What follows belongs to an exercise in optimizing a design on an open flow for small area, a short achievable clock period and few clock cycles; a production flow would make more cautious choices.
RTL that was checked went through simulation tests only; none was proved equivalent to the original.
Function not checked in runs 1 to 3: the RTL went through the layout flow alone.
Power and IR drop assume default switching activity.

$ cat flow/config.mk
export PLATFORM = sky130hd
export DESIGN_NAME = rbt_send_top
export DESIGN_NICKNAME = rbt_send_top
export VERILOG_FILES = /design/flow/design.v
export SDC_FILE = /design/flow/constraint.sdc
export NUM_CORES = 4
export LEC_CHECK = 0
export ABC_CLOCK_PERIOD_IN_PS = 2500
export CAP_MARGIN = 20
export CORE_MARGIN = 2
export CORE_UTILIZATION = 55
export CTS_CLUSTER_DIAMETER = 80
export CTS_CLUSTER_SIZE = 30
export SETUP_SLACK_MARGIN = 3.0
export SLEW_MARGIN = 20
$ cat flow/constraint.sdc
create_clock -name core_clock -period 5.5 [get_ports {clk}]
set_input_delay 1.1000 -clock core_clock [delete_from_list [all_inputs] [get_ports {clk}]]
set_output_delay 1.1000 -clock core_clock [all_outputs]
set_load 0.01 [all_outputs]
$ cat flow/design.v
`default_nettype none
module rbt_csr_regs (
    input  logic                       clk,
    input  logic                       rst,
    input  logic                       in_tvalid,
    input  logic                       in_tready,
    input  logic                       in_tlast,
    input  logic [16-1:0]     in_tuser,
    input  logic                       out_tvalid,
    input  logic                       out_tready,
    input  logic                       out_tlast,
    input  logic [16-1:0]     out_tuser,
    input  logic [16-1:0] wr_addr,
    input  logic [32-1:0] wr_data,
    input  logic                       wr_en,
    output logic                       wr_ack,
    input  logic [16-1:0] rd_addr,
    input  logic                       rd_en,
    output logic [32-1:0] rd_data,
    output logic                       rd_ack
);
    localparam logic [16-1:0] SCRATCH   = 16'h0000;
    localparam logic [16-1:0] CLEAR     = 16'h0004;
    localparam logic [16-1:0] IN_COUNT  = 16'h0010;
    localparam logic [16-1:0] IN_USER   = 16'h0014;
    localparam logic [16-1:0] OUT_COUNT = 16'h0018;
    localparam logic [16-1:0] OUT_USER  = 16'h001C;
    logic [16-1:0] wr_word;
    logic [16-1:0] rd_word;
    logic                   wr_go;
    logic                   rd_go;
    logic                   clear_hit;
    logic                   in_hit;
    logic                   out_hit;
    logic [32-1:0] rd_mux;
    logic [32-1:0] scratch;
    logic [32-1:0] in_count;
    logic [32-1:0] out_count;
    logic [16-1:0] in_user;
    logic [16-1:0] out_user;
    logic                   in_zero;
    logic                   out_zero;
    function automatic logic is_mapped(input logic [16-1:0] addr);
        case (addr)
            SCRATCH, CLEAR, IN_COUNT, IN_USER, OUT_COUNT, OUT_USER: is_mapped = 1'b1;
            default: is_mapped = 1'b0;
        endcase
    endfunction
    assign wr_word = ({wr_addr[16-1:2], 2'b00});
    assign rd_word = ({rd_addr[16-1:2], 2'b00});
    assign wr_go = wr_en && !wr_ack;
    assign rd_go = rd_en && !rd_ack;
    assign clear_hit = wr_go && (wr_word == CLEAR) && wr_data[0];
    assign in_hit = in_tvalid && in_tready && in_tlast;
    assign out_hit = out_tvalid && out_tready && out_tlast;
    always_comb begin
        case (rd_word)
            SCRATCH:   rd_mux = scratch;
            IN_COUNT:  rd_mux = in_zero ? '0 : in_count;
            IN_USER:   rd_mux = in_zero ? '0 : {16'h0000, in_user};
            OUT_COUNT: rd_mux = out_zero ? '0 : out_count;
            OUT_USER:  rd_mux = out_zero ? '0 : {16'h0000, out_user};
            default:   rd_mux = '0;
        endcase
    end
    always_ff @(posedge clk) begin
        if (rst) begin
            wr_ack <= 1'b0;
            rd_ack <= 1'b0;
            rd_data <= '0;
            scratch <= 32'h12345678;
        end else begin
            wr_ack <= wr_go && is_mapped(wr_word);
            rd_ack <= rd_go && is_mapped(rd_word);
            rd_data <= (rd_go && is_mapped(rd_word)) ? rd_mux : '0;
            if (wr_go && wr_word == SCRATCH) begin
                scratch <= wr_data;
            end
        end
    end
    always_ff @(posedge clk) begin
        if (rst) begin
            in_zero <= 1'b1;
            out_zero <= 1'b1;
        end else begin
            in_zero <= clear_hit || (in_zero && !in_hit);
            out_zero <= clear_hit || (out_zero && !out_hit);
        end
    end
    always_ff @(posedge clk) begin
        if (in_hit) begin
            in_count <= in_zero ? 32'd1 : in_count + 1'b1;
            in_user <= in_tuser;
        end
        if (out_hit) begin
            out_count <= out_zero ? 32'd1 : out_count + 1'b1;
            out_user <= out_tuser;
        end
    end
endmodule
`default_nettype wire
`default_nettype none
module rbt_send_top (
    input  logic                       clk,
    input  logic                       rst,
    input  logic [64-1:0]     s_tdata,
    input  logic [8-1:0]     s_tkeep,
    input  logic                       s_tvalid,
    output logic                       s_tready,
    input  logic                       s_tlast,
    input  logic [16-1:0]     s_tuser,
    output logic [64-1:0]     m_tdata,
    output logic [8-1:0]     m_tkeep,
    output logic                       m_tvalid,
    input  logic                       m_tready,
    output logic                       m_tlast,
    output logic [16-1:0]     m_tuser,
    input  logic [16-1:0] csr_wr_addr,
    input  logic [32-1:0] csr_wr_data,
    input  logic                       csr_wr_en,
    output logic                       csr_wr_ack,
    input  logic [16-1:0] csr_rd_addr,
    input  logic                       csr_rd_en,
    output logic [32-1:0] csr_rd_data,
    output logic                       csr_rd_ack
);
    localparam int ROWS = 32 - 1;
    localparam int W = 64 + 8 + 1 + 16;
    localparam int SEQ_LO = 8 + 1 + 16 + 16;
    localparam int TLAST_B = 16;
    localparam int NFLOW = 16;
    localparam int HMAX = 3;
    logic [ROWS-1:0][W-1:0] mem;
    logic [ROWS-1:0] wr_oh;
    logic [ROWS-1:0] rd_oh;
    logic            full_q;
    logic            ne_q;
    logic            rdy_q;
    logic            in_first;
    logic            hd_first;
    logic [W-1:0]    din;
    logic [W-1:0]    head;
    logic [W-1:0]    head_st;
    logic [W-1:0]    or_q;
    logic            or_valid;
    logic            push;
    logic            pop;
    logic            ld;
    logic            avail;
    logic            h1_valid;
    logic            h1_inc;
    logic [NFLOW-1:0] h1_oh;
    logic [15:0]     seq_ctr [NFLOW];
    logic [15:0]     seq_v;
    logic [15:0]     seq_rd;
    logic [15:0]     v_q;
    logic [15:0]     v_inc;
    logic [NFLOW-1:0] wb_oh;
    logic            fwd;
    logic [16:0]     sq [HMAX];
    logic [HMAX-1:0] sq_wp;
    logic [HMAX-1:0] sq_rp;
    logic [1:0]      sq_cnt;
    logic            sq_push;
    logic            sq_pop;
    logic [16:0]     sq_new;
    logic [16:0]     sq_head;
    assign din = {s_tdata, s_tkeep, s_tlast, s_tuser};
    assign push = s_tvalid && rdy_q;
    assign s_tready = rdy_q;
    genvar gi;
    generate
        for (gi = 0; gi < ROWS; gi++) begin : g_row
            always_ff @(posedge clk) begin
                if (wr_oh[gi]) begin
                    mem[gi] <= din;
                end
            end
        end
    endgenerate
    always_comb begin
        head = '0;
        for (int i = 0; i < ROWS; i++) begin
            head = head | (mem[i] & {W{rd_oh[i]}});
        end
        sq_head = '0;
        for (int k = 0; k < HMAX; k++) begin
            sq_head = sq_head | (sq[k] & {17{sq_rp[k]}});
        end
        head_st = head;
        if (hd_first && sq_head[16]) begin
            head_st[SEQ_LO +: 16] = sq_head[15:0];
        end
    end
    assign avail = ne_q && (!hd_first || (sq_cnt != 2'd0));
    assign ld = !or_valid || m_tready;
    assign pop = ld && avail;
    assign sq_push = h1_valid;
    assign sq_pop = pop && hd_first;
    always_comb begin
        seq_rd = '0;
        for (int i = 0; i < NFLOW; i++) begin
            seq_rd = seq_rd | (seq_ctr[i] & {16{h1_oh[i]}});
        end
    end
    assign fwd = |(h1_oh & wb_oh);
    assign seq_v = fwd ? v_inc : seq_rd;
    assign sq_new = {h1_inc, seq_v};
    logic [ROWS-1:0] wr_nx;
    logic [ROWS-1:0] rd_nx;
    logic       one;
    logic       c30;
    logic       full_n;
    logic       in_first_n;
    logic       h1_valid_n;
    logic       p2;
    logic       p3;
    logic       p3_n;
    assign wr_nx = {wr_oh[ROWS-2:0], wr_oh[ROWS-1]};
    assign rd_nx = {rd_oh[ROWS-2:0], rd_oh[ROWS-1]};
    assign one = |(wr_oh & rd_nx);
    assign c30 = |(wr_nx & rd_oh);
    assign p2 = (({1'b0, h1_valid} + {1'b0, sq_cnt}) == 3'd2);
    assign p3 = (({1'b0, h1_valid} + {1'b0, sq_cnt}) == 3'd3);
    assign full_n = !pop && (full_q || (push && c30));
    assign in_first_n = push ? s_tlast : in_first;
    assign h1_valid_n = push && in_first;
    assign p3_n = (p3 && !(sq_pop && !h1_valid_n)) || (p2 && h1_valid_n && !sq_pop);
    always_ff @(posedge clk) begin
        if (rst) begin
            wr_oh <= {{(ROWS-1){1'b0}}, 1'b1};
            rd_oh <= {{(ROWS-1){1'b0}}, 1'b1};
            full_q <= 1'b0;
            ne_q <= 1'b0;
            rdy_q <= 1'b1;
            in_first <= 1'b1;
            hd_first <= 1'b1;
            or_valid <= 1'b0;
            h1_valid <= 1'b0;
            sq_cnt <= '0;
            sq_wp <= {{(HMAX-1){1'b0}}, 1'b1};
            sq_rp <= {{(HMAX-1){1'b0}}, 1'b1};
        end else begin
            if (full_n) begin
                wr_oh <= '0;
            end else if (full_q) begin
                wr_oh <= rd_oh;
            end else if (push) begin
                wr_oh <= wr_nx;
            end
            if (pop) begin
                rd_oh <= rd_nx;
                hd_first <= head[TLAST_B];
            end
            full_q <= full_n;
            ne_q <= push || (ne_q && !(pop && one));
            in_first <= in_first_n;
            rdy_q <= !full_n && !(in_first_n && p3_n);
            if (ld) begin
                or_valid <= avail;
            end
            h1_valid <= h1_valid_n;
            sq_cnt <= sq_cnt + {1'b0, sq_push} - {1'b0, sq_pop};
            if (sq_push) begin
                sq_wp <= {sq_wp[HMAX-2:0], sq_wp[HMAX-1]};
            end
            if (sq_pop) begin
                sq_rp <= {sq_rp[HMAX-2:0], sq_rp[HMAX-1]};
            end
        end
    end
    always_ff @(posedge clk) begin
        for (int i = 0; i < NFLOW; i++) begin
            h1_oh[i] <= (s_tdata[3:0] == 4'(i));
        end
        h1_inc <= !s_tdata[8];
    end
    always_ff @(posedge clk) begin
        v_q <= seq_v;
        for (int i = 0; i < NFLOW; i++) begin
            wb_oh[i] <= !rst && h1_valid && h1_inc && h1_oh[i];
        end
    end
    assign v_inc = v_q + 16'd1;
    always_ff @(posedge clk) begin
        for (int i = 0; i < NFLOW; i++) begin
            if (rst) begin
                seq_ctr[i] <= '0;
            end else if (wb_oh[i]) begin
                seq_ctr[i] <= v_inc;
            end
        end
    end
    always_ff @(posedge clk) begin
        for (int k = 0; k < HMAX; k++) begin
            if (sq_push && sq_wp[k]) begin
                sq[k] <= sq_new;
            end
        end
    end
    always_ff @(posedge clk) begin
        if (rst) begin
            or_q <= '0;
        end else if (ld) begin
            or_q <= head_st;
        end
    end
    assign m_tvalid = or_valid;
    assign {m_tdata, m_tkeep, m_tlast, m_tuser} = or_q;
    rbt_csr_regs csr_regs_inst (
        .clk        (clk),
        .rst        (rst),
        .in_tvalid  (s_tvalid),
        .in_tready  (rdy_q),
        .in_tlast   (s_tlast),
        .in_tuser   (s_tuser),
        .out_tvalid (or_valid),
        .out_tready (m_tready),
        .out_tlast  (or_q[TLAST_B]),
        .out_tuser  (or_q[16-1:0]),
        .wr_addr    (csr_wr_addr),
        .wr_data    (csr_wr_data),
        .wr_en      (csr_wr_en),
        .wr_ack     (csr_wr_ack),
        .rd_addr    (csr_rd_addr),
        .rd_en      (csr_rd_en),
        .rd_data    (csr_rd_data),
        .rd_ack     (csr_rd_ack)
    );
endmodule
`default_nettype wire
$ cat flow/run.sh
#!/bin/bash
# synth_recipe.tcl (not shown) runs the flow's synth.tcl, then flattens the netlist and writes it again
# the make line also repeats each setting of config.mk as NAME=value (left out here)
make -C /OpenROAD-flow-scripts/flow DESIGN_CONFIG=/design/flow/config.mk WORK_HOME=/design/flow/orfs CLKGATE_MAP_FILE= SYNTH_SCRIPT=/design/flow/synth_recipe.tcl finish
==> summary.md, run 1 <==
| Metric | Value |
|---|---|
| Cts bufs inserted | `146` |
| WP data arrival | `about 1.5 ns` |
| Final ANT Viol Nets | `0` |
| TNS Setup | `0 ns` |
| Sw frac | `between 20% and 30%` |
| Pwr/cell area | `333 mW/mm^2` |
| Longest Clk Path Bufs | `3` |
| Top delay family on crit path | `flip-flops` |
| RSZ-0062 raised after global routing | `yes` |
| Clk root buf | `clkbuf_16` |
| CP Cell Sequence | `clkbuf_2` |
| Cell area after synthesis | `between 0.1 and 0.15 mm^2` |
| GP Congestion | `0.815` |
| Via/cell ratio | `7.26` |
| Post-synthesis compound-gate area fraction | `13.3%` |
| Core area | `0.225 mm^2` |
| Number of synthesized register bits | `3445` |
| Post-synthesis adder-cell area fraction | `0.0704%` |
| Worst-path clk slew | `0.11 ns` |
| Synth top area share | `70.2%` |
| Final hold viol count | `0` |
| Asr flop ratio synth | `0%` |
| Status | `finished clean` |
| Synth Area in Simple Gates | `around 5.0%` |
| Antenna violations before repair | `29` |
| Gr ovfl total | `0` |
| DRT Wirelength | `438000 um` |
| Worst Hold Class | `register to register` |
| Post-synth top flop | `edfxtp_1` |
| Avg Cell Area, Syn | `16.4 um^2` |
| Total power | `45.8 mW` |
| Count leader, synth | `edfxtp_1` |
| Critical hold path startpoint | `csr_regs_inst.scratch[28]` |
| Wire per inst | `40.1 um` |
| Max IR drop VDD | `~0.26 mV` |
| Area growth syn-to-layout | `10.7%` |
| Max H-tree Level | `4` |
| Fill cells | `16500` |
| Nets@finish | `7965` |
| CTS tree | `yes` |
| IO Port Bufs | `279` |
| Synth cell count leaders | `edfxtp_1, a22oi_1, dfxtp_1, a22o_1, a221oi_1` |
| Max Slew Vio Count | `0` |
| Crit Path Category | `register to output pin` |
| Xor/xnor cell area share of the yosys netlist | `0.472%` |
| First-pass iteration count of the detailed router | `8` |
| Drt initial violations | `13400` |
| Net Sw Power | `10.4 mW` |
| Total of max-cap violations | `0` |
| Crit path buffers/inverters | `1` |
| Syn Nets | `a little under 8000` |
| Cell Int Power | `around 35 mW` |
| CP max stage delay | `0.48 ns` |
| Mux cell area share after synthesis | `0.530%` |
| DR vias | `between 70000 and 80000` |
| Final Cycle Share | `47.6%` |
| FP Rows | `about 170` |
| Post-synth EDFFs | `2906` |
| DRC violations left | `0` |
| Data required, critical path | `~4.4 ns` |
| Seq pwr share | `63.5%` |
| Initial core utilization | `55.3%` |
| Slew @ Worst Pin | `1.38 ns` |
| Startpoint Class | `register` |
| Main combinational cell family by area after synthesis | `compound AO/OA/AOI/OAI gates` |
| Combinational share of power | `about 5.8%` |
| Non-Filler Instances | `~11000` |
| Layout cells sized above 1 | `between 10% and 20%` |
| Die footprint | `approximately 0.23 mm^2` |
| Clock Power Share | `30.7%` |
| Crit. Startpoint | `or_q[88]` |
| FF-to-FF Start | `rd_oh[16]` |
| Cell count after synthesis | `between 7000 and 8000` |
| Crit path time final | `2.62 ns` |
| Die Ht | `480 um` |
| Final setup vio count | `0` |
| I/O pin cnt | `~280` |
| Yosys warnings | `4` |
| DP Wirelength | `199000 um` |
| Slowest cell on the critical path | `dfxtp_4` |
| Clk sink count | `3445` |
| Worst skew pair latency | `between 0.8 and 0.9 ns` |
| Inst Count DP | `10500` |
| Maximum fanout along the worst path | `2` |
| Synth cell types | `52` |
| Worst Skew | `0.0396 ns` |
| Die X | `480 um` |
| Synth area leaders | `edfxtp_1, dfxtp_1, a22oi_1` |
| First-pass GRT wire length | `597000 um` |
| Sequential cell area fraction in the yosys report | `a little under 80%` |
| F_max | `approximately 0.38 GHz` |
| Leakage | `approximately 43 nW` |
| Critical path endpoint category | `output pin` |
| Cell area after layout | `roughly 0.14 mm^2` |
| Vias in the first global route | `73500` |
| Placed inst area | `0.131 mm^2` |
| Relative slew slack | `7.73%` |
| Pin count of the biggest net entering global routing | `236` |
| Area leader, netlist | `edfxtp_1` |
| Total GRT Usage | `between 30% and 40%` |
==> cell usage in the layout, fill, tap and decap left out, types with 11 or more instances in the layout <==
master	netlist	final
o21ai_0	103	102
clkdlybuf4s50_1	0	142
dfxtp_2	0	64
dfxtp_1	539	383
inv_1	19	15
buf_16	0	16
diode_2	0	20
nand2_1	249	248
buf_12	0	46
xor2_1	29	27
a21o_1	16	16
buf_4	1	231
nor4_1	11	11
a221oi_1	466	466
a222oi_1	53	53
a22o_1	467	467
mux2_2	31	31
buf_2	35	98
xnor2_1	38	38
nor2_1	440	440
mux2i_1	31	18
dfxtp_4	0	92
and3_1	15	13
a211oi_1	242	241
and2_1	25	24
clkbuf_1	392	43
nand4_1	211	211
nor3_4	1	12
buf_6	1	49
nand3_1	153	153
edfxtp_1	2906	2906
clkbuf_16	0	160
a21oi_1	228	228
a22oi_1	565	565
nor3_1	141	125
==> power by group through the flow <==
stage	registers, mW	clock network [mW]	logic, mW
CTS	29.1	14.1	2.59
global placement	29.6	0	2.45
global route	29.1	14.9	2.80
detailed placement	29.6	0	2.49
floorplan	29.5	0	0.987
finish	29.1	14.1	2.67
==> state kept, by name (all words and copies together) (netlist names), 2 cells and up <==
name,flops
mem,2759
h1_oh,16
rd_oh,31
sq,51
csr_regs_inst.out_user,16
csr_regs_inst.out_count,32
sq_rp,3
wb_oh,16
csr_regs_inst.scratch,32
csr_regs_inst.rd_data,32
csr_regs_inst.in_count,32
csr_regs_inst.in_user,16
sq_wp,3
or_q,89
wr_oh,31
v_q,16
sq_cnt,2
seq_ctr,256
==> worst reg2reg max path, stage by stage, from the launching register on <==
cell      delay, ns
dfxtp_4        0.65
buf_4          0.43
a221oi_1       0.34
nand4_1        0.21
nor3_4         0.60
a21oi_1        0.16
==> final timing paths <==
kind                               endpoint  slack [ns]  depth (start not counted)
hold / removal    csr_regs_inst.rd_data[28]        0.45                          2
setup reg to reg                   or_q[56]        2.97                          5
hold reg to reg   csr_regs_inst.rd_data[28]        0.45                          2
setup / recovery                m_tdata[63]        2.88                          1
==> stage by stage <==
step | setup WS (ns) | util, % | hold WS (ns)
after global routing | 2.88 | 61.2 | 0.466
after floorplan | 2.78 | - | 0.432
after detailed placement | 1.57 | 58.3 | 0.450
after CTS | 2.75 | 61.0 | 0.453
final | 2.88 | 61.2 | 0.449
after global placement | 1.58 | 58.2 | 0.439
==> kinds of logic after synthesis <==
family          count (synthesis)
xor+xnor                       67
simple gates                 1301
mux                            62
fa+ha+maj                       7
flops                        3445
buf+inv                       568
compound gates               2148
==> cell type report <==
type	count	area (um^2)	share of cell area (%)
Clock buffer	204	4170	3.03
Clock inverter	55	678	0.493
Tap cell	2992	3740	2.72
Sequential cell	3445	98500	71.5
Inverter	19	80.1	0.0582
Multi-Input combinational cell	3585	24500	17.8
Timing Repair inverter	2	12.5	0.00909
Timing Repair Buffer	600	5990	4.35
Antenna cell	20	50.0	0.0364
==> layer usage <==
metal	up-vias	GRT usage, %	routed length (um)
met5	-	0.145	166
met4	26	12.7	19100
met3	1065	8.28	54000
met2	5640	58.9	202000
met1	41200	52.0	163000
li1	31300	-	-
==> what timing repair did <==
item	4_1_cts	5_1_grt
hold buffers	0	0
cloned	11	1
endpoints found under the setup margin	344	134
endpoints found under the hold margin	0	0
setup buffers	65	36
resized for setup	717	27
pin swaps	9	7
==> inputs of run 2 (changes only) <==
--- a/flow/design.v
+++ b/flow/design.v
@@ -124,7 +124,7 @@
     output logic [32-1:0] csr_rd_data,
     output logic                       csr_rd_ack
 );
-    localparam int ROWS = 32 - 1;
+    localparam int ROWS = 32 - 2;
     localparam int W = 64 + 8 + 1 + 16;
     localparam int SEQ_LO = 8 + 1 + 16 + 16;
     localparam int TLAST_B = 16;
@@ -143,6 +143,9 @@
     logic [W-1:0]    head_st;
     logic [W-1:0]    or_q;
     logic            or_valid;
+    logic [W-1:0]    ox_q;
+    logic            ox_valid;
+    logic            ld_x;
     logic            push;
     logic            pop;
     logic            ld;
@@ -193,7 +196,8 @@
         end
     end
     assign avail = ne_q && (!hd_first || (sq_cnt != 2'd0));
-    assign ld = !or_valid || m_tready;
+    assign ld_x = !ox_valid || m_tready;
+    assign ld = !or_valid || ld_x;
     assign pop = ld && avail;
     assign sq_push = h1_valid;
     assign sq_pop = pop && hd_first;
@@ -236,6 +240,7 @@
             in_first <= 1'b1;
             hd_first <= 1'b1;
             or_valid <= 1'b0;
+            ox_valid <= 1'b0;
             h1_valid <= 1'b0;
             sq_cnt <= '0;
             sq_wp <= {{(HMAX-1){1'b0}}, 1'b1};
@@ -259,6 +264,9 @@
             if (ld) begin
                 or_valid <= avail;
             end
+            if (ld_x) begin
+                ox_valid <= or_valid;
+            end
             h1_valid <= h1_valid_n;
             sq_cnt <= sq_cnt + {1'b0, sq_push} - {1'b0, sq_pop};
             if (sq_push) begin
@@ -299,14 +307,19 @@
         end
     end
     always_ff @(posedge clk) begin
-        if (rst) begin
-            or_q <= '0;
-        end else if (ld) begin
+        if (ld) begin
             or_q <= head_st;
         end
     end
-    assign m_tvalid = or_valid;
-    assign {m_tdata, m_tkeep, m_tlast, m_tuser} = or_q;
+    always_ff @(posedge clk) begin
+        if (rst) begin
+            ox_q <= '0;
+        end else if (ld_x) begin
+            ox_q <= or_q;
+        end
+    end
+    assign m_tvalid = ox_valid;
+    assign {m_tdata, m_tkeep, m_tlast, m_tuser} = ox_q;
     rbt_csr_regs csr_regs_inst (
         .clk        (clk),
         .rst        (rst),
@@ -314,10 +327,10 @@
         .in_tready  (rdy_q),
         .in_tlast   (s_tlast),
         .in_tuser   (s_tuser),
-        .out_tvalid (or_valid),
+        .out_tvalid (ox_valid),
         .out_tready (m_tready),
-        .out_tlast  (or_q[TLAST_B]),
-        .out_tuser  (or_q[16-1:0]),
+        .out_tlast  (ox_q[TLAST_B]),
+        .out_tuser  (ox_q[16-1:0]),
         .wr_addr    (csr_wr_addr),
         .wr_data    (csr_wr_data),
         .wr_en      (csr_wr_en),
--- a/flow/config.mk
+++ b/flow/config.mk
@@ -9,7 +9,7 @@
 export CAP_MARGIN = 20
 export CORE_MARGIN = 2
 export CORE_UTILIZATION = 55
-export CTS_CLUSTER_DIAMETER = 80
-export CTS_CLUSTER_SIZE = 30
+export CTS_CLUSTER_DIAMETER = 100
+export CTS_CLUSTER_SIZE = 25
 export SETUP_SLACK_MARGIN = 3.0
 export SLEW_MARGIN = 20
==> run 2 against run 1 <==
  * Clock skew is 0.00092 ns lower
  * Fmax rose by 2.5%
  * Area after synthesis shrank 0.23%
  * Cell count increased by 0.70%
  * Cell area is 0.80% lower
  * Critical path depth is the same
  * Die area down 0.23%
  * Synthesized cell count increased by 1.4%
  * Sequential share of layout area up 0.53 points
  * Worst setup slack improved by 0.064 ns
  * Utilization down 0.37 points
==> summary.md, run 2 <==
| Metric | Value |
|---|---|
| Status | `finished clean (unchanged)` |
| Slew @ Worst Pin | `1.22 ns (was 1.38 ns)` |
| Core area | `0.224 mm^2 (was 0.225 mm^2)` |
| Total of max-cap violations | `0 (unchanged)` |
| Asr flop ratio synth | `0% (unchanged)` |
| Initial core utilization | `55.3% (about the same)` |
| Longest Clk Path Bufs | `3 (unchanged)` |
| Synth top area share | `70.3% (was 70.2%)` |
| Cell count after synthesis | `7703 (was 7598)` |
| Total GRT Usage | `36.1% (was 37.4%)` |
| I/O pin cnt | `284 (unchanged)` |
| IO Port Bufs | `279 (unchanged)` |
| Critical hold path startpoint | `ox_q[69] (was csr_regs_inst.scratch[28])` |
| TNS Setup | `0 ns (unchanged)` |
| Worst-path clk slew | `0.10 ns (was 0.11 ns)` |
| Worst Hold Class | `register to register (unchanged)` |
| Data required, critical path | `4.40 ns (about the same)` |
| Area growth syn-to-layout | `10.0% (was 10.7%)` |
| Reg2Reg Setup Slack | `2.96 ns (was 2.97 ns)` |
| Via/cell ratio | `7.09 (was 7.26)` |
| Setup WS post-layout | `2.95 ns (was 2.88 ns)` |
| Drt initial violations | `12300 (was 13400)` |
| Count leader, synth | `edfxtp_1 (unchanged)` |
| Nets@finish | `8032 (was 7965)` |
| Crit Path Category | `register to output pin (unchanged)` |
| DR top layer | `met5 (unchanged)` |
| FF-to-FF Start | `wr_oh[26] (was rd_oh[16])` |
| Layout cells sized above 1 | `10.7% (was 11.6%)` |
| Area leader, netlist | `edfxtp_1 (unchanged)` |
| Pwr/cell area | `343 mW/mm^2 (was 333 mW/mm^2)` |
| WP data arrival | `1.45 ns (was 1.52 ns)` |
| Final ANT Viol Nets | `0 (unchanged)` |
| Die X | `479 um (was 480 um)` |
| Cell area after synthesis | `0.124 mm^2 (about the same)` |
| CTS Hold Bufs | `0 (unchanged)` |
| Top delay family on crit path | `flip-flops (unchanged)` |
| DR vias | `77900 (was 79300)` |
| DRT Wirelength | `425000 um (was 438000 um)` |
| Synth cell types | `56 (was 52)` |
| Final hold viol count | `0 (unchanged)` |
| Avg Cell Area, Syn | `16.1 um^2 (was 16.4 um^2)` |
| Vias in the first global route | `72300 (was 73500)` |
| Clk root buf | `clkbuf_16 (unchanged)` |
| Hold Path Sink | `ox_q[69] (was csr_regs_inst.rd_data[28])` |
| GP Congestion | `0.822 (was 0.815)` |
| Worst skew pair latency | `0.89 ns (was 0.87 ns)` |
| Top Registers | `mem (2670), seq_ctr (256) (was mem (2759), seq_ctr (256), or_q (89))` |
| Crit path buffers/inverters | `1 (unchanged)` |
| Cell area after layout | `0.137 mm^2 (was 0.138 mm^2)` |
| DRC violations left | `0 (unchanged)` |
| Antenna violations before repair | `37 (was 29)` |
| Maximum fanout along the worst path | `2 (unchanged)` |
| Synth cell count leaders | `edfxtp_1, a22oi_1, dfxtp_1, clkbuf_1, nand2_1 (was edfxtp_1, a22oi_1, dfxtp_1, a22o_1, a221oi_1)` |
| Most frequent cells in the layout | `edfxtp_1, a22oi_1, nand2_1 (was edfxtp_1, a22oi_1, a22o_1)` |
| Relative slew slack | `18.8% (was 7.73%)` |
| Cts bufs inserted | `156 (was 146)` |
| CP Cell Sequence | `buf_6 (was clkbuf_2)` |
| Biggest register | `mem (unchanged)` |
| CP max stage delay | `0.45 ns (was 0.48 ns)` |
| Gr ovfl total | `0 (unchanged)` |
| Syn Nets | `7869 (was 7764)` |
| Sequential cell area fraction in the yosys report | `79.0% (was 78.8%)` |
| Largest register FFs | `2670 (was 2759)` |
| First-pass iteration count of the detailed router | `7 (was 8)` |
| Placed inst area | `0.131 mm^2 (about the same)` |
| Number of synthesized register bits | `3444 (was 3445)` |
| Worst r2r dst | `ne_q (was or_q[56])` |
| Leakage | `42.2 nW (was 42.7 nW)` |
| FP Rows | `174 (unchanged)` |
| Yosys warnings | `4 (unchanged)` |
| R2r worst-path depth | `5 (unchanged)` |
| Wire per inst | `38.6 um (was 40.1 um)` |
| Met3 wire length | `50900 um (was 54000 um)` |
| Synth area leaders | `edfxtp_1, dfxtp_1, a22oi_1 (unchanged)` |
| Crit path time final | `2.55 ns (was 2.62 ns)` |
| Inst Count DP | `10600 (was 10500)` |
| Hold depth | `2 (unchanged)` |
| Final Cycle Share | `46.4% (was 47.6%)` |
| Final setup vio count | `0 (unchanged)` |
| Max Slew Vio Count | `0 (unchanged)` |
| Pre-CTS setup slack | `1.47 ns (was 1.57 ns)` |
| Post-synth EDFFs | `2906 (unchanged)` |
| Met2 routed WL | `198000 um (was 202000 um)` |
| Startpoint Class | `register (unchanged)` |
| Slowest cell on the critical path | `dfxtp_4 (unchanged)` |
| Met1 WL | `158000 um (was 163000 um)` |
| Worst Skew | `0.0387 ns (was 0.0396 ns)` |
| Die footprint | `0.229 mm^2 (was 0.230 mm^2)` |
| Max H-tree Level | `4 (unchanged)` |
| Fill cells | `16600 (was 16500)` |
| Most common cell after layout, fill and taps aside | `edfxtp_1 (unchanged)` |
| Core Util, Final | `60.8% (was 61.2%)` |
| Post-synth top flop | `edfxtp_1 (unchanged)` |
| Max IR drop VDD | `0.372 mV (was 0.262 mV)` |
| CTS tree | `yes (unchanged)` |
| RSZ-0062 raised after global routing | `yes (unchanged)` |
| Non-Filler Instances | `11000 (was 10900)` |
| Pin count of the biggest net entering global routing | `181 (was 236)` |
| F_max | `0.392 GHz (was 0.382 GHz)` |
| DP Wirelength | `199000 um (about the same)` |
| Critical path endpoint category | `output pin (unchanged)` |
| Clk sink count | `3444 (was 3445)` |
| Die Ht | `479 um (was 480 um)` |
| First-pass GRT wire length | `578000 um (was 597000 um)` |
==> run 2: cell count changes after synthesis, moves of 52 or more <==
cell	before	now
a22oi_1	565	1280
a221oi_1	466	128
a22o_1	467	141
nand2_1	249	398
o21ai_0	103	10
nor3_1	141	49
nand3_1	153	233
or4_1	3	76
nor2_1	440	388
==> run 2: where the power goes <==
part	switching (mW)	total (mW)	internal, mW
registers	0.663	29.9	29.2
clock network	8.07	13.6	5.58
logic	2.25	3.38	1.14
==> run 2: per-layer routing <==
layer / up-vias / GRT usage (%)
li1: 31300 / -
met1: 40300 / 50.7
met2: 5378 / 58.0
met3: 935 / 6.55
met4: 33 / 11.3
met5: - / 0
==> run 2: cell type report <==
cell class	count	area, um^2	share of cell area [%]
flip-flops and latches	3444	98400	72.1
multi-input cells	3706	24500	17.9
repair buffers	540	5210	3.81
clock buffers	264	4390	3.22
well taps	2992	3740	2.74
clock inverters	17	214	0.157
inverters	18	67.6	0.0495
diodes	17	42.5	0.0312
==> run 2: worst register-to-register path: stages, from the launching register on <==
cell     delay, ns
dfxtp_4       0.96
buf_4         0.93
a22oi_1       0.18
nand4_1       0.15
or4_1         0.12
a21oi_1       0.06
==> run 2: through the flow <==
| stage | power (mW) | hold slack (ns) |
|---|---|---|
| final | 46.9 | 0.450 |
| after global routing | 48.0 | 0.464 |
| after detailed placement | 33.6 | 0.445 |
| after global placement | 33.6 | 0.440 |
| after CTS | 46.8 | 0.454 |
| after floorplan | 31.5 | 0.432 |
==> run 2: worst max path at each step <==
stage          depth (start not counted)     endpoint  startpoint  slack [ns]
6_report                               1  m_tdata[45]    ox_q[70]        2.95
5_1_grt                                6    sq[0][12]      v_q[0]        2.91
4_1_cts                                1  m_tdata[45]    ox_q[70]        2.78
3_5_place_dp                           8       full_q    m_tready        1.47
3_3_place_gp                           8       full_q    m_tready        1.51
2_1_floorplan                          9    sq_cnt[1]    m_tready        0.47
==> run 2: logic make-up after synthesis <==
| logic type | share of synthesized area, % |
|---|---|
| fa+ha+maj | 0.0786 |
| buf+inv | 1.73 |
| xor+xnor | 0.431 |
| mux | 0.397 |
| simple gates | 5.87 |
| compound gates | 12.5 |
| flops | 79.0 |
==> run 2: what timing repair did <==
item                                    CTS  global route
cloned                                    2             2
pin swaps                                 1             4
resized for setup                       733            40
buffers inserted                         44            12
endpoints found under the setup margin  466           206
==> inputs of run 3 (changes only) <==
--- a/flow/config.mk
+++ b/flow/config.mk
@@ -11,5 +11,5 @@
 export CORE_UTILIZATION = 55
 export CTS_CLUSTER_DIAMETER = 100
 export CTS_CLUSTER_SIZE = 25
-export SETUP_SLACK_MARGIN = 3.0
+export SETUP_SLACK_MARGIN = 3.3
 export SLEW_MARGIN = 20
==> run 3 against run 2 <==
  * Critical path depth stayed put
  * Sequential power barely moved
  * First-iteration DRC count is 12% higher
  * Flip-flop and latch count unchanged
  * Largest power group unchanged
  * Via count increased by 3.0%
  * Power rose by 1.3%
  * Largest cell class unchanged
  * Global-route usage increased by 1.3 points
==> summary.md, run 3 <==
| Metric | Value |
|---|---|
| Pin count of the biggest net entering global routing | `179 (was 181)` |
| Seq pwr share | `62.7% (was 63.7%)` |
| Worst Hold Class | `register to register (unchanged)` |
| Sw frac | `23.4% (about the same)` |
| Cell area after synthesis | `0.124 mm^2 (unchanged)` |
| Post-synth top flop | `edfxtp_1 (unchanged)` |
| Clk sink count | `3444 (unchanged)` |
| Die footprint | `0.229 mm^2 (unchanged)` |
| Crit Path Category | `register to output pin (unchanged)` |
| Final ANT Viol Nets | `0 (unchanged)` |
| I/O pin cnt | `284 (unchanged)` |
| Status | `finished clean (unchanged)` |
| Worst skew pair latency | `0.90 ns (was 0.89 ns)` |
| Hold depth | `2 (unchanged)` |
| Sequential cell area fraction in the yosys report | `79.0% (unchanged)` |
| Leakage | `43.9 nW (was 42.2 nW)` |
| FF-to-FF Start | `rd_oh[17] (was wr_oh[26])` |
| Startpoint Class | `register (unchanged)` |
| Cts bufs inserted | `157 (was 156)` |
| DR vias | `80300 (was 77900)` |
| Area growth syn-to-layout | `13.3% (was 10.0%)` |
| Synth cell count leaders | `edfxtp_1, a22oi_1, dfxtp_1, clkbuf_1, nand2_1 (unchanged)` |
| F_max | `0.396 GHz (was 0.392 GHz)` |
| Yosys warnings | `4 (unchanged)` |
| Asr flop ratio synth | `0% (unchanged)` |
| WP data arrival | `1.43 ns (was 1.45 ns)` |
| Critical hold path startpoint | `ox_q[43] (was ox_q[69])` |
| R2r worst-path depth | `5 (unchanged)` |
| RSZ-0062 raised after global routing | `yes (unchanged)` |
| DRT Wirelength | `444000 um (was 425000 um)` |
| Most frequent cells in the layout | `edfxtp_1, a22oi_1, nand2_1 (unchanged)` |
| Initial core utilization | `55.3% (unchanged)` |
| Most common cell after layout, fill and taps aside | `edfxtp_1 (unchanged)` |
| Antenna violations before repair | `45 (was 37)` |
| DP Wirelength | `202000 um (was 199000 um)` |
| Crit path time final | `2.53 ns (was 2.55 ns)` |
| Final Cycle Share | `45.9% (was 46.4%)` |
| Max Slew Vio Count | `0 (unchanged)` |
| Placed inst area | `0.131 mm^2 (about the same)` |
| Nets@finish | `8214 (was 8032)` |
| CTS tree | `yes (unchanged)` |
| Vias in the first global route | `73300 (was 72300)` |
| Longest Clk Path Bufs | `3 (unchanged)` |
| Top Registers | `mem (2670), seq_ctr (256) (unchanged)` |
| First-pass iteration count of the detailed router | `14 (was 7)` |
| Area leader, netlist | `edfxtp_1 (unchanged)` |
| DRC violations left | `0 (unchanged)` |
| Relative slew slack | `12.2% (was 18.8%)` |
| Core Util, Final | `62.6% (was 60.8%)` |
| Layout cells sized above 1 | `14.0% (was 10.7%)` |
| GP Congestion | `0.812 (was 0.822)` |
| Critical path endpoint category | `output pin (unchanged)` |
| IO Port Bufs | `279 (unchanged)` |
| TNS Setup | `0 ns (unchanged)` |
| Synth area leaders | `edfxtp_1, dfxtp_1, a22oi_1 (unchanged)` |
| Hold Path Sink | `ox_q[43] (was ox_q[69])` |
| CP max stage delay | `0.42 ns (was 0.45 ns)` |
| Syn Nets | `7869 (unchanged)` |
| CP Cell Sequence | `buf_6 (unchanged)` |
| Clk root buf | `clkbuf_16 (unchanged)` |
| Net Sw Power | `11.1 mW (was 11.0 mW)` |
| Gr ovfl total | `0 (unchanged)` |
| Max IR drop VDD | `0.299 mV (was 0.372 mV)` |
| Die X | `479 um (unchanged)` |
| Non-Filler Instances | `11200 (was 11000)` |
| Cell Int Power | `36.4 mW (was 35.9 mW)` |
| Count leader, synth | `edfxtp_1 (unchanged)` |
| Clock Power Share | `28.9% (was 29.1%)` |
| Total of max-cap violations | `0 (unchanged)` |
| Synth cell types | `56 (unchanged)` |
| Combinational share of power | `8.4% (was 7.2%)` |
| Levels on crit path | `1 (unchanged)` |
| Core area | `0.224 mm^2 (unchanged)` |
| Final hold viol count | `0 (unchanged)` |
| Crit path buffers/inverters | `1 (unchanged)` |
| Inst Count DP | `10600 (about the same)` |
| Drt initial violations | `13900 (was 12300)` |
| Worst Skew | `0.0395 ns (was 0.0387 ns)` |
| Synth top area share | `70.3% (unchanged)` |
| Slowest cell on the critical path | `dfxtp_4 (unchanged)` |
| Worst r2r dst | `or_q[18] (was ne_q)` |
| Setup WS post-layout | `2.97 ns (was 2.95 ns)` |
| Final setup vio count | `0 (unchanged)` |
| Max H-tree Level | `4 (unchanged)` |
| Die Ht | `479 um (unchanged)` |
| Biggest register | `mem (unchanged)` |
| Total power | `47.5 mW (was 46.9 mW)` |
| Pre-CTS setup slack | `1.67 ns (was 1.47 ns)` |
| Data required, critical path | `4.40 ns (about the same)` |
| Reg2Reg Setup Slack | `3.23 ns (was 2.96 ns)` |
| Wire per inst | `39.8 um (was 38.6 um)` |
| Largest register FFs | `2670 (unchanged)` |
| Avg Cell Area, Syn | `16.1 um^2 (unchanged)` |
| Worst-path clk slew | `0.10 ns (about the same)` |
| Cell area after layout | `0.141 mm^2 (was 0.137 mm^2)` |
| Maximum fanout along the worst path | `2 (unchanged)` |
| FP Rows | `174 (unchanged)` |
| Number of synthesized register bits | `3444 (unchanged)` |
| Cell count after synthesis | `7703 (unchanged)` |
| Post-synth EDFFs | `2906 (unchanged)` |
| First-pass GRT wire length | `596000 um (was 578000 um)` |
| Via/cell ratio | `7.18 (was 7.09)` |
| Hold Slack | `0.463 ns (was 0.450 ns)` |
| Pwr/cell area | `338 mW/mm^2 (was 343 mW/mm^2)` |
| Top delay family on crit path | `flip-flops (unchanged)` |
| Total GRT Usage | `37.5% (was 36.1%)` |
| Slew @ Worst Pin | `1.32 ns (was 1.22 ns)` |
run 3: logic make-up after synthesis:
kind of cell / Yosys count / synth area share, %
flip-flops: 3444 / 79.0
adder cells (fa/ha/maj): 8 / 0.0786
multiplexers: 48 / 0.397
XOR/XNOR: 61 / 0.431
AO/OA/AOI/OAI: 2094 / 12.5
buffers and inverters: 554 / 1.73
AND/OR/NAND/NOR: 1494 / 5.87
run 3: worst min-delay path, delay by kind of cell, from the launching register on:
| kind | cells | cell delay (ns) |
|---|---|---|
| and+or+nand+nor | 1 | 0.05 |
| DFF | 1 | 0.33 |
| AOI/OAI and AO/OA | 1 | 0.05 |
run 3: layout make-up:
cell class | count | area, um^2
Clock inverter | 12 | 149
Fill cell | 16200 | 83900
Antenna cell | 15 | 37.5
Timing Repair Buffer | 718 | 8460
Clock buffer | 266 | 4490
Inverter | 18 | 71.3
Sequential cell | 3444 | 98500
Tap cell | 2992 | 3740
Timing Repair inverter | 1 | 5.00
Multi-Input combinational cell | 3708 | 25200
run 3: what timing repair did:
action / 4_1_cts / 5_1_grt
endpoints found under the setup margin: 963 / 450
pin swaps: 23 / 34
setup buffers: 151 / 62
gates cloned: 14 / 10
resized for setup: 993 / 165
hold buffers: 0 / 0
run 3: metal layers:
metal | GRT usage [%] | part of all wire [%] | vias to the layer above
met5 | 0.186 | 0.057 | -
met1 | 52.5 | 37 | 41500
met2 | 58.3 | 46 | 6015
li1 | - | - | 31600
met4 | 13.2 | 4.2 | 30
met3 | 8.17 | 13 | 1063
run 3: worst max-delay path by stage:
stage,start,to
final,ox_q[12],m_tuser[12]
after global routing,ox_q[12],m_tuser[12]
after floorplan,m_tready,sq_cnt[1]
after detailed placement,csr_rd_addr[2],csr_regs_inst.rd_data[8]
after CTS,ox_q[12],m_tuser[12]
after global placement,csr_rd_addr[2],csr_regs_inst.rd_data[1]
run 3: power groups by stage:
stage / clock network [mW] / registers [mW] / logic, mW
2_1_floorplan: 0 / 30.2 / 1.36
3_3_place_gp: 0 / 30.4 / 3.21
3_5_place_dp: 0 / 30.4 / 3.25
4_1_cts: 13.7 / 29.7 / 3.76
5_1_grt: 14.6 / 29.8 / 4.17
6_report: 13.7 / 29.8 / 4.01
==> inputs of run 4 (changes only) <==
--- a/flow/design.v
+++ b/flow/design.v
@@ -207,7 +207,6 @@
             seq_rd = seq_rd | (seq_ctr[i] & {16{h1_oh[i]}});
         end
     end
-    assign fwd = |(h1_oh & wb_oh);
     assign seq_v = fwd ? v_inc : seq_rd;
     assign sq_new = {h1_inc, seq_v};
     logic [ROWS-1:0] wr_nx;
@@ -282,6 +281,7 @@
             h1_oh[i] <= (s_tdata[3:0] == 4'(i));
         end
         h1_inc <= !s_tdata[8];
+        fwd <= h1_valid && h1_inc && h1_oh[s_tdata[3:0]];
     end
     always_ff @(posedge clk) begin
         v_q <= seq_v;
--- a/flow/config.mk
+++ b/flow/config.mk
@@ -11,5 +11,5 @@
 export CORE_UTILIZATION = 55
 export CTS_CLUSTER_DIAMETER = 100
 export CTS_CLUSTER_SIZE = 25
-export SETUP_SLACK_MARGIN = 3.3
+export SETUP_SLACK_MARGIN = 3.0
 export SLEW_MARGIN = 20
==> run 4 against run 3 <==
  * First-iteration DRC count is 3.9% lower
  * Via count down 2.1%
  * Register-to-register slack worse by 0.27 ns
  * Sequential power barely moved
  * Combinational power shrank 23%
  * Critical path type is now register to register
==> summary.md, run 4 <==
| Metric | Value |
|---|---|
| Vias in the first global route | `72500 (was 73300)` |
| Crit path time final | `2.54 ns (was 2.53 ns)` |
| Wire per inst | `39.5 um (was 39.8 um)` |
| GP Congestion | `0.790 (was 0.812)` |
| Hold Slack | `0.450 ns (was 0.463 ns)` |
| Core Util, Final | `60.7% (was 62.6%)` |
| Hold depth | `2 (unchanged)` |
| Gr ovfl total | `0 (unchanged)` |
| Synth area leaders | `edfxtp_1, dfxtp_1, a22oi_1 (unchanged)` |
| Drt initial violations | `13300 (was 13900)` |
| Clk root buf | `clkbuf_16 (unchanged)` |
| Cell Int Power | `35.7 mW (was 36.4 mW)` |
| Combinational share of power | `6.6% (was 8.4%)` |
| Synth cell types | `50 (was 56)` |
| Net Sw Power | `10.7 mW (was 11.1 mW)` |
| Final Cycle Share | `46.2% (was 45.9%)` |
| Critical path endpoint category | `register (was output pin)` |
| Sequential cell area fraction in the yosys report | `79.1% (was 79.0%)` |
| Longest Clk Path Bufs | `3 (unchanged)` |
| Worst-path clk slew | `0.11 ns (was 0.10 ns)` |
| Layout cells sized above 1 | `9.92% (was 14.0%)` |
| Initial core utilization | `55.2% (was 55.3%)` |
| DRC violations left | `0 (unchanged)` |
| Worst Hold Class | `register to register (unchanged)` |
| Asr flop ratio synth | `0% (unchanged)` |
| R2r worst-path depth | `5 (unchanged)` |
| First-pass iteration count of the detailed router | `7 (was 14)` |
| Yosys warnings | `4 (unchanged)` |
| Nets@finish | `7996 (was 8214)` |
| Clock Power Share | `29.2% (was 28.9%)` |
| FP Rows | `174 (unchanged)` |
| Worst Skew | `0.0376 ns (was 0.0395 ns)` |
| Max IR drop VDD | `0.311 mV (was 0.299 mV)` |
| Via/cell ratio | `7.17 (was 7.18)` |
| Synth cell count leaders | `edfxtp_1, a22oi_1, dfxtp_1, clkbuf_1, nand2_1 (unchanged)` |
| Synth top area share | `70.4% (was 70.3%)` |
| First-pass GRT wire length | `588000 um (was 596000 um)` |
| CTS tree | `yes (unchanged)` |
| CTS Hold Bufs | `0 (unchanged)` |
| Avg Cell Area, Syn | `16.1 um^2 (about the same)` |
| Most frequent cells in the layout | `edfxtp_1, a22oi_1, nand2_1 (unchanged)` |
| RSZ-0062 raised after global routing | `yes (unchanged)` |
| F_max | `0.393 GHz (was 0.396 GHz)` |
| Data required, critical path | `6.22 ns (was 4.40 ns)` |
| Cell area after synthesis | `0.124 mm^2 (about the same)` |
| WP data arrival | `3.26 ns (was 1.43 ns)` |
| Syn Nets | `7862 (was 7869)` |
| Final ANT Viol Nets | `0 (unchanged)` |
| Worst skew pair latency | `0.88 ns (was 0.90 ns)` |
| Core area | `0.224 mm^2 (unchanged)` |
| Crit Path Category | `register to register (was register to output pin)` |
| Maximum fanout along the worst path | `34 (was 2)` |
| Largest register FFs | `2670 (unchanged)` |
| Max H-tree Level | `4 (unchanged)` |
| Number of synthesized register bits | `3445 (was 3444)` |
| Biggest register | `mem (unchanged)` |
| Seq pwr share | `64.1% (was 62.7%)` |
| Count leader, synth | `edfxtp_1 (unchanged)` |
| Clk sink count | `3445 (was 3444)` |
| Die Ht | `479 um (about the same)` |
| Top Registers | `mem (2670), seq_ctr (256) (unchanged)` |
| DR vias | `78600 (was 80300)` |
| Antenna violations before repair | `28 (was 45)` |
| Die X | `479 um (about the same)` |
| DRT Wirelength | `432000 um (was 444000 um)` |
| Die footprint | `0.229 mm^2 (about the same)` |
| Sw frac | `23.1% (was 23.4%)` |
| Final setup vio count | `0 (unchanged)` |
| TNS Setup | `0 ns (unchanged)` |
| Leakage | `42.2 nW (was 43.9 nW)` |
| Status | `finished clean (unchanged)` |
| DP Wirelength | `196000 um (was 202000 um)` |
| Post-synth top flop | `edfxtp_1 (unchanged)` |
| Final hold viol count | `0 (unchanged)` |
| Area leader, netlist | `edfxtp_1 (unchanged)` |
| IO Port Bufs | `279 (unchanged)` |
| Area growth syn-to-layout | `9.96% (was 13.3%)` |
| Pwr/cell area | `341 mW/mm^2 (was 338 mW/mm^2)` |
| Cell count after synthesis | `7696 (was 7703)` |
| Pin count of the biggest net entering global routing | `198 (was 179)` |
| Post-synth EDFFs | `2906 (unchanged)` |
| Relative slew slack | `20.6% (was 12.2%)` |
| Startpoint Class | `register (unchanged)` |
| I/O pin cnt | `284 (unchanged)` |
| Slew @ Worst Pin | `1.19 ns (was 1.32 ns)` |
| Total GRT Usage | `36.9% (was 37.5%)` |
| Most common cell after layout, fill and taps aside | `edfxtp_1 (unchanged)` |
| Total of max-cap violations | `0 (unchanged)` |
| Cts bufs inserted | `156 (was 157)` |
| Max Slew Vio Count | `0 (unchanged)` |
-- run 4: changes by cell type after synthesis, sizes merged, moves of 11 or more --
| cell | delta |
|---|---|
| xnor2 | +15 |
| clkbuf | +31 |
| nor3 | +11 |
| mux2i | -22 |
| nand2 | +24 |
| buf | -17 |
| nor2 | -35 |
| a21oi | -11 |
| nor2b | -18 |
| a22o | +29 |
-- run 4: kinds of logic after synthesis --
group | synth area share, %
flip-flops | 79.1
AO/OA/AOI/OAI | 12.6
AND/OR/NAND/NOR | 5.76
buffers and inverters | 1.74
XOR/XNOR | 0.495
multiplexers | 0.220
adder cells (fa/ha/maj) | 0.0707
-- run 4: per-stage QoR --
step / setup WS, ns / total power, mW / cells / area (um^2)
final: 2.96 / 46.4 / 11000 / 136000
after global routing: 2.95 / 47.5 / 11000 / 136000
after CTS: 2.92 / 46.4 / 10900 / 136000
after detailed placement: 1.45 / 33.3 / 10600 / 130000
after global placement: 1.39 / 33.2 / 10600 / 130000
after floorplan: 0.484 / 31.4 / 7696 / 124000
-- run 4: critical path: stages, from the launching register on --
cell	delay [ns]
dfxtp_4	1.02
buf_4	0.79
a22oi_1	0.20
nand3_1	0.15
or4_1	0.16
a21oi_1	0.07
-- run 4: what timing repair did --
action / 4_1_cts / 5_1_grt
gates resized for setup: 731 / 26
pin swaps: 2 / 1
buffers inserted: 48 / 8
cloned: 13 / 2
setup endpoints to repair: 423 / 88
-- run 4: power groups by stage --
| stage | Combinational, mW | Sequential (mW) | Clock, mW |
|---|---|---|---|
| CTS | 3.02 | 29.8 | 13.6 |
| global route | 3.25 | 29.8 | 14.5 |
| detailed placement | 2.95 | 30.3 | 0 |
| global placement | 2.92 | 30.3 | 0 |
| finish | 3.08 | 29.8 | 13.6 |
| floorplan | 1.32 | 30.0 | 0 |
-- run 4: layout make-up --
cell class | instances | area [um^2]
sequential | 3445 | 98500
clock buffer | 271 | 4420
antenna | 13 | 32.5
fill | 16700 | 88200
clock inverter | 10 | 116
timing repair buffer | 524 | 5420
multi-input combinational | 3680 | 24000
inverter | 21 | 82.6
tap | 2992 | 3740
timing repair inverter | 2 | 12.5
-- run 4: path summary, 6_finish.rpt --
kind         slack [ns]  endpoint  startpoint
max                2.96      ne_q    wr_oh[1]
min                0.45  ox_q[38]    ox_q[38]
max reg2reg        2.96      ne_q    wr_oh[1]
min reg2reg        0.45  ox_q[38]    ox_q[38]
-- run 4: layer usage --
| layer | vias to the layer above | wire [um] | track usage (%) |
|---|---|---|---|
| li1 | 31200 | - | - |
| met1 | 40900 | 161000 | 51.9 |
| met2 | 5597 | 201000 | 58.5 |
| met3 | 908 | 53400 | 6.95 |
| met4 | 28 | 17100 | 12.3 |
| met5 | - | 179 | 0 |
Testbench counts of run 4, summed over its fixed seeds: cycles 16,423.
==> inputs of run 5 (changes only) <==
--- a/flow/config.mk
+++ b/flow/config.mk
@@ -9,7 +9,7 @@
 export CAP_MARGIN = 20
 export CORE_MARGIN = 2
 export CORE_UTILIZATION = 55
-export CTS_CLUSTER_DIAMETER = 100
-export CTS_CLUSTER_SIZE = 25
-export SETUP_SLACK_MARGIN = 3.0
+export CTS_CLUSTER_DIAMETER = 150
+export CTS_CLUSTER_SIZE = 20
+export SETUP_SLACK_MARGIN = 3.1
 export SLEW_MARGIN = 20
==> run 5 against run 4 <==
  * First-iteration DRC count is 7.2% lower
  * Combinational power grew about 10%
  * Critical path depth fell by 4
  * Routed wire length down 0.27%
  * Via count up 0.40%
  * Utilization grew 0.91 points
  * Largest power group unchanged
  * Highest routed layer unchanged
==> summary.md, run 5 <==
| Metric | Value |
|---|---|
| Synth cell count leaders | `edfxtp_1, a22oi_1, dfxtp_1, clkbuf_1, nand2_1 (unchanged)` |
| Pwr/cell area | `348 mW/mm^2 (was 341 mW/mm^2)` |
| I/O pin cnt | `284 (unchanged)` |
| Max Slew Vio Count | `0 (unchanged)` |
| Maximum fanout along the worst path | `2 (was 34)` |
| Yosys warnings | `4 (unchanged)` |
| Post-synth EDFFs | `2906 (unchanged)` |
| IO Port Bufs | `279 (unchanged)` |
| Final Cycle Share | `46.2% (about the same)` |
| Die X | `479 um (unchanged)` |
| Initial core utilization | `55.2% (unchanged)` |
| Crit path time final | `2.54 ns (about the same)` |
| Longest Clk Path Bufs | `3 (unchanged)` |
| Relative slew slack | `13.2% (was 20.6%)` |
| Net Sw Power | `11.2 mW (was 10.7 mW)` |
| Post-synthesis compound-gate area fraction | `12.6% (unchanged)` |
| Post-synthesis adder-cell area fraction | `0.0707% (unchanged)` |
| GP Congestion | `0.794 (was 0.790)` |
| Area growth syn-to-layout | `11.6% (was 9.96%)` |
| Xor/xnor cell area share of the yosys netlist | `0.495% (unchanged)` |
| Startpoint Class | `register (unchanged)` |
| Syn Nets | `7862 (unchanged)` |
| Slew @ Worst Pin | `1.30 ns (was 1.19 ns)` |
| Max IR drop VDD | `0.304 mV (was 0.311 mV)` |
| Total GRT Usage | `36.9% (about the same)` |
| Vias in the first global route | `73900 (was 72500)` |
| F_max | `0.394 GHz (was 0.393 GHz)` |
| Count leader, synth | `edfxtp_1 (unchanged)` |
| Synth cell types | `50 (unchanged)` |
| RSZ-0062 raised after global routing | `yes (unchanged)` |
| Clock Power Share | `31.2% (was 29.2%)` |
| CP Cell Sequence | `buf_6 (was buf_4 -> a22oi_1 -> nand3_1 -> or4_1 -> a21oi_1)` |
| Drt initial violations | `12300 (was 13300)` |
| Via/cell ratio | `7.11 (was 7.17)` |
| Cell area after synthesis | `0.124 mm^2 (unchanged)` |
| Layout cells sized above 1 | `11.4% (was 9.92%)` |
| DR vias | `78900 (was 78600)` |
| Cell count after synthesis | `7696 (unchanged)` |
| Final setup vio count | `0 (unchanged)` |
| Most common cell after layout, fill and taps aside | `edfxtp_1 (unchanged)` |
| Final hold viol count | `0 (unchanged)` |
| First-pass GRT wire length | `591000 um (was 588000 um)` |
| Clk root buf | `clkbuf_16 (unchanged)` |
| Most frequent cells in the layout | `edfxtp_1, a22oi_1, nand2_1 (unchanged)` |
| Antenna violations before repair | `32 (was 28)` |
| Max H-tree Level | `4 (unchanged)` |
| Inst Count DP | `10600 (about the same)` |
| First-pass iteration count of the detailed router | `9 (was 7)` |
| WP data arrival | `1.44 ns (was 3.26 ns)` |
| Biggest register | `mem (unchanged)` |
| Leakage | `43.1 nW (was 42.2 nW)` |
| Final ANT Viol Nets | `0 (unchanged)` |
| Area leader, netlist | `edfxtp_1 (unchanged)` |
| Synth top area share | `70.4% (unchanged)` |
| Non-Filler Instances | `11100 (was 11000)` |
| Die Ht | `479 um (unchanged)` |
| Number of synthesized register bits | `3445 (unchanged)` |
| DP Wirelength | `201000 um (was 196000 um)` |
| Sw frac | `23.2% (was 23.1%)` |
| Sequential cell area fraction in the yosys report | `79.1% (unchanged)` |
| Synth Area in Simple Gates | `5.76% (unchanged)` |
| Combinational share of power | `7.1% (was 6.6%)` |
| Gr ovfl total | `0 (unchanged)` |
| Worst skew pair latency | `0.90 ns (was 0.88 ns)` |
| Data required, critical path | `4.40 ns (was 6.22 ns)` |
| Seq pwr share | `61.7% (was 64.1%)` |
| Core area | `0.224 mm^2 (unchanged)` |
| Worst Hold Class | `register to register (unchanged)` |
| Worst Skew | `0.0401 ns (was 0.0376 ns)` |
| Cts bufs inserted | `190 (was 156)` |
| Top Registers | `mem (2670), seq_ctr (256) (unchanged)` |
| CP max stage delay | `0.43 ns (was 1.02 ns)` |
| Avg Cell Area, Syn | `16.1 um^2 (unchanged)` |
| Core Util, Final | `61.6% (was 60.7%)` |
| Status | `finished clean (unchanged)` |
| Placed inst area | `0.130 mm^2 (about the same)` |
| Main combinational cell family by area after synthesis | `compound AO/OA/AOI/OAI gates (unchanged)` |
| Post-synth top flop | `edfxtp_1 (unchanged)` |
| Clk sink count | `3445 (unchanged)` |
| DRC violations left | `0 (unchanged)` |
| Reg2Reg Setup Slack | `3.04 ns (was 2.96 ns)` |
| Critical path endpoint category | `output pin (was register)` |
| Die footprint | `0.229 mm^2 (unchanged)` |
| Synth area leaders | `edfxtp_1, dfxtp_1, a22oi_1 (unchanged)` |
| FP Rows | `174 (unchanged)` |
| Nets@finish | `8093 (was 7996)` |
| Crit path buffers/inverters | `1 (unchanged)` |
| Pin count of the biggest net entering global routing | `254 (was 198)` |
| Wire per inst | `38.9 um (was 39.5 um)` |
| CTS tree | `yes (unchanged)` |
| CTS Hold Bufs | `0 (unchanged)` |
| Worst-path clk slew | `0.09 ns (was 0.11 ns)` |
| Total of max-cap violations | `0 (unchanged)` |
| Total power | `48.2 mW (was 46.4 mW)` |
| Top delay family on crit path | `flip-flops (unchanged)` |
| Largest register FFs | `2670 (unchanged)` |
| Slowest cell on the critical path | `dfxtp_4 (unchanged)` |
| Mux cell area share after synthesis | `0.220% (unchanged)` |
| Asr flop ratio synth | `0% (unchanged)` |
| Cell Int Power | `37.0 mW (was 35.7 mW)` |
| Cell area after layout | `0.138 mm^2 (was 0.136 mm^2)` |
| Crit Path Category | `register to output pin (was register to register)` |
| TNS Setup | `0 ns (unchanged)` |
| DRT Wirelength | `431000 um (was 432000 um)` |
==> run 5: layer usage <==
metal,up-vias,global-route usage (%),routed length [um]
met1,41100,51.4,162000
met3,950,7.30,50600
met4,22,13.5,17400
met2,5370,58.3,201000
li1,31400,-,-
met5,-,0,155
==> run 5: final timing paths <==
path,startpoint,endpoint,depth (start not counted)
worst max-delay path,ox_q[57],m_tdata[32],1
worst min register to register,csr_regs_inst.in_zero,csr_regs_inst.in_zero,2
worst max register to register,rd_oh[29],or_q[56],5
worst min-delay path,csr_regs_inst.in_zero,csr_regs_inst.in_zero,2
==> run 5: logic make-up (layout without fill, tap and decap cells) <==
logic type / after synthesis / in the layout
xor gates and xnor gates: 70 / 70
adders and majority gates: 7 / 7
DFF: 3445 / 3445
other: 0 / 13
and+or+nand+nor: 1477 / 1477
AOI/OAI and AO/OA: 2105 / 2105
muxes: 21 / 21
buffers and inverters: 571 / 959
==> run 5: power groups by stage <==
stage	registers, mW	clock network, mW	logic [mW]
CTS	29.7	15.1	3.33
floorplan	30.0	0	1.32
finish	29.7	15.0	3.40
detailed placement	30.3	0	3.05
global route	29.8	16.0	3.56
global placement	30.3	0	3.01
==> run 5: area by class of cell <==
| type | count | area, um^2 |
|---|---|---|
| Tap cell | 2992 | 3740 |
| Clock buffer | 335 | 5340 |
| Timing Repair Buffer | 587 | 6370 |
| Clock inverter | 14 | 175 |
| Inverter | 21 | 82.6 |
| Antenna cell | 13 | 32.5 |
| Sequential cell | 3445 | 98500 |
| Fill cell | 16500 | 86100 |
| Multi-Input combinational cell | 3680 | 24100 |
| Timing Repair inverter | 2 | 12.5 |
==> run 5: metrics by stage <==
stage	setup slack [ns]	hold WS, ns
finish	2.96	0.455
global route	2.93	0.472
CTS	2.93	0.458
detailed placement	1.42	0.443
global placement	1.45	0.439
floorplan	0.484	0.432
==> run 5: repair_timing <==
| action | CTS | global route |
|---|---|---|
| resized for setup | 839 | 52 |
| cloned | 6 | 3 |
| endpoints found under the setup margin | 531 | 246 |
| buffers inserted | 79 | 29 |
| pin swaps | 6 | 4 |
==> inputs of run 6 (changes only) <==
--- a/flow/config.mk
+++ b/flow/config.mk
@@ -8,8 +8,8 @@
 export ABC_CLOCK_PERIOD_IN_PS = 2500
 export CAP_MARGIN = 20
 export CORE_MARGIN = 2
-export CORE_UTILIZATION = 55
+export CORE_UTILIZATION = 58
 export CTS_CLUSTER_DIAMETER = 150
 export CTS_CLUSTER_SIZE = 20
-export SETUP_SLACK_MARGIN = 3.1
+export SETUP_SLACK_MARGIN = 3.15
 export SLEW_MARGIN = 20
==> run 6 against run 5 <==
  * Still clean on timing, DRC and antenna
  * Count of clock-buffer cells in the layout up 1
  * Cell area up 0.16%
  * Critical path depth unchanged
  * First-iteration DRC count up 5.6%
  * Synthesized cell count unchanged
  * Critical endpoint is now m_tdata[42]
  * Largest cell class unchanged
  * Largest power group unchanged
==> summary.md, run 6 <==
| Metric | Value |
|---|---|
| Status | `finished clean (unchanged)` |
| Crit path buffers/inverters | `1 (unchanged)` |
| Nets@finish | `8116 (was 8093)` |
| Core area | `0.212 mm^2 (was 0.224 mm^2)` |
| Hold Path Sink | `csr_regs_inst.rd_data[7] (was csr_regs_inst.in_zero)` |
| Relative slew slack | `20.6% (was 13.2%)` |
| Top delay family on crit path | `flip-flops (unchanged)` |
| Most frequent cells in the layout | `edfxtp_1, a22oi_1, nand2_1 (unchanged)` |
| Worst-path clk slew | `0.08 ns (was 0.09 ns)` |
| First-pass iteration count of the detailed router | `6 (was 9)` |
| Syn Nets | `7862 (unchanged)` |
| Final hold viol count | `0 (unchanged)` |
| Count leader, synth | `edfxtp_1 (unchanged)` |
| RSZ-0062 raised after global routing | `yes (unchanged)` |
| Clock Power Share | `31.0% (was 31.2%)` |
| IO Port Bufs | `279 (unchanged)` |
| CTS Hold Bufs | `0 (unchanged)` |
| Wire per inst | `39.8 um (was 38.9 um)` |
| Post-synth top flop | `edfxtp_1 (unchanged)` |
| I/O pin cnt | `284 (unchanged)` |
| Synth area leaders | `edfxtp_1, dfxtp_1, a22oi_1 (unchanged)` |
| Largest register FFs | `2670 (unchanged)` |
| Clk sink count | `3445 (unchanged)` |
| Clk root buf | `clkbuf_16 (unchanged)` |
| Antenna violations before repair | `38 (was 32)` |
| Worst r2r dst | `or_q[55] (was or_q[56])` |
| Via/cell ratio | `7.27 (was 7.11)` |
| Yosys warnings | `4 (unchanged)` |
| Seq pwr share | `61.7% (about the same)` |
| Pwr/cell area | `347 mW/mm^2 (was 348 mW/mm^2)` |
| R2r worst-path depth | `6 (was 5)` |
| Final ANT Viol Nets | `0 (unchanged)` |
| DP Wirelength | `201000 um (about the same)` |
| Post-synth EDFFs | `2906 (unchanged)` |
| Longest Clk Path Bufs | `3 (unchanged)` |
| Multi-input logic area | `0.0242 mm^2 (was 0.0241 mm^2)` |
| TNS Setup | `0 ns (unchanged)` |
| Pin count of the biggest net entering global routing | `242 (was 254)` |
| Die footprint | `0.217 mm^2 (was 0.229 mm^2)` |
| Final Cycle Share | `45.3% (was 46.2%)` |
| Net Sw Power | `11.1 mW (was 11.2 mW)` |
| Most common cell after layout, fill and taps aside | `edfxtp_1 (unchanged)` |
| Combinational share of power | `7.3% (was 7.1%)` |
| Crit Path Category | `register to output pin (unchanged)` |
| Cell count after synthesis | `7696 (unchanged)` |
| Maximum fanout along the worst path | `2 (unchanged)` |
| F_max | `0.402 GHz (was 0.394 GHz)` |
| Asr flop ratio synth | `0% (unchanged)` |
| Crit path time final | `2.49 ns (was 2.54 ns)` |
| Final setup vio count | `0 (unchanged)` |
| Reg2Reg Setup Slack | `3.10 ns (was 3.04 ns)` |
| Die Ht | `466 um (was 479 um)` |
| Number of synthesized register bits | `3445 (unchanged)` |
| Data required, critical path | `4.40 ns (about the same)` |
| CTS tree | `yes (unchanged)` |
| Biggest register | `mem (unchanged)` |
| Critical hold path startpoint | `csr_regs_inst.scratch[7] (was csr_regs_inst.in_zero)` |
| Synth cell count leaders | `edfxtp_1, a22oi_1, dfxtp_1, clkbuf_1, nand2_1 (unchanged)` |
| CP Cell Sequence | `buf_6 (unchanged)` |
| Worst Hold Class | `register to register (unchanged)` |
| Sw frac | `23.0% (was 23.2%)` |
| Slew @ Worst Pin | `1.19 ns (was 1.30 ns)` |
| Synth top area share | `70.4% (unchanged)` |
| Max H-tree Level | `4 (unchanged)` |
| Hold Slack | `0.447 ns (was 0.455 ns)` |
| Gr ovfl total | `0 (unchanged)` |
| Initial core utilization | `58.4% (was 55.2%)` |
| WP data arrival | `1.39 ns (was 1.44 ns)` |
| DR vias | `79600 (was 78900)` |
| Area growth syn-to-layout | `11.8% (was 11.6%)` |
| Slowest cell on the critical path | `dfxtp_4 (unchanged)` |
run 6: metal layers:
layer  part of all wire, %  wire length [um]  global-route usage (%)
met3                    12             53700                    7.86
met2                    46            203000                    61.9
met4                   4.4             19300                    14.5
met5                 0.032               141                       0
met1                    37            160000                    54.6
run 6: worst max path at each step:
stage,from,end,slack [ns],cells after the start
floorplan,m_tready,sq_cnt[1],0.48,11
global placement,s_tlast,rdy_q,1.56,7
detailed placement,s_tlast,rdy_q,1.57,7
CTS,rdy_q,s_tready,2.95,1
global route,ox_q[9],m_tuser[9],2.98,1
finish,ox_q[67],m_tdata[42],3.01,1
run 6: area by class of cell:
class / instances / area share [%]
flip-flops and latches: 3445 / 71.1
multi-input cells: 3682 / 17.4
repair buffers: 608 / 4.84
clock buffers: 336 / 3.89
well taps: 2821 / 2.55
clock inverters: 7 / 0.0632
inverters: 21 / 0.0623
diodes: 29 / 0.0524
repair inverters: 2 / 0.00903
run 6: logic make-up after synthesis:
family / after synthesis / synth area share [%]
AO/OA/AOI/OAI: 2105 / 12.6
XOR/XNOR: 70 / 0.495
adder cells (fa/ha/maj): 7 / 0.0707
buffers and inverters: 571 / 1.74
flip-flops: 3445 / 79.1
multiplexers: 21 / 0.220
AND/OR/NAND/NOR: 1477 / 5.76
run 6: timing repair:
item | 4_1_cts | 5_1_grt
gates resized for setup | 862 | 71
hold endpoints to repair | 0 | 0
setup buffers | 73 | 54
cloned | 12 | 2
setup endpoints to repair | 735 | 296
pin swaps | 4 | 4
run 6: power by group through the flow:
stage          sequential [mW]  clock, mW  combinational, mW
2_1_floorplan             30.0          0               1.32
3_3_place_gp              30.3          0               3.00
3_5_place_dp              30.3          0               3.04
4_1_cts                   29.7       14.9               3.33
5_1_grt                   29.7       15.9               3.66
6_report                  29.7       14.9               3.51
run 6: worst register-to-register path, cell delays in order (launching register included):
cell and delay (ns):
dfxtp_4 0.76, buf_6 0.55, a221oi_1 0.22, nand4_1 0.17, nor4_2 0.06, buf_4 0.20, a21oi_1 0.25
run 6: per-stage QoR:
step                worst slack [ns]  util (%)
finish                          3.01      65.3
global route                    2.98      65.2
CTS                             2.95      64.8
detailed placement              1.57      61.4
global placement                1.56      61.4
floorplan                      0.484         -

## static timing again, ports no longer ideal
Ports are ideal in the flow. The routed layouts listed here were re-timed in OpenROAD. Step 1 assumes that a clkbuf_16 drives the clock port and a buf_2 every other input. Step 2 also shifts input and output timing later by t, the mid clock arrival at the registers, as if the neighbouring blocks saw the same clock. Three values: ideal, step 1, step 2; two values: the first two.
run | shift t [ns] | slack for setup (ns)
run 1 | 0.946 | 2.882 / 2.781 / 2.145
run 2 | 0.960 | 2.946 / 2.853 / 2.101
run 3 | 0.967 | 2.975 / 2.888 / 2.433
run 4 | 0.968 | 2.957 / 2.859 / 2.139
run 5 | 0.990 | 2.960 / 2.854 / 2.191
run 6 | 0.973 | 3.010 / 2.914 / 2.231
After both steps every run listed still meets setup and hold.
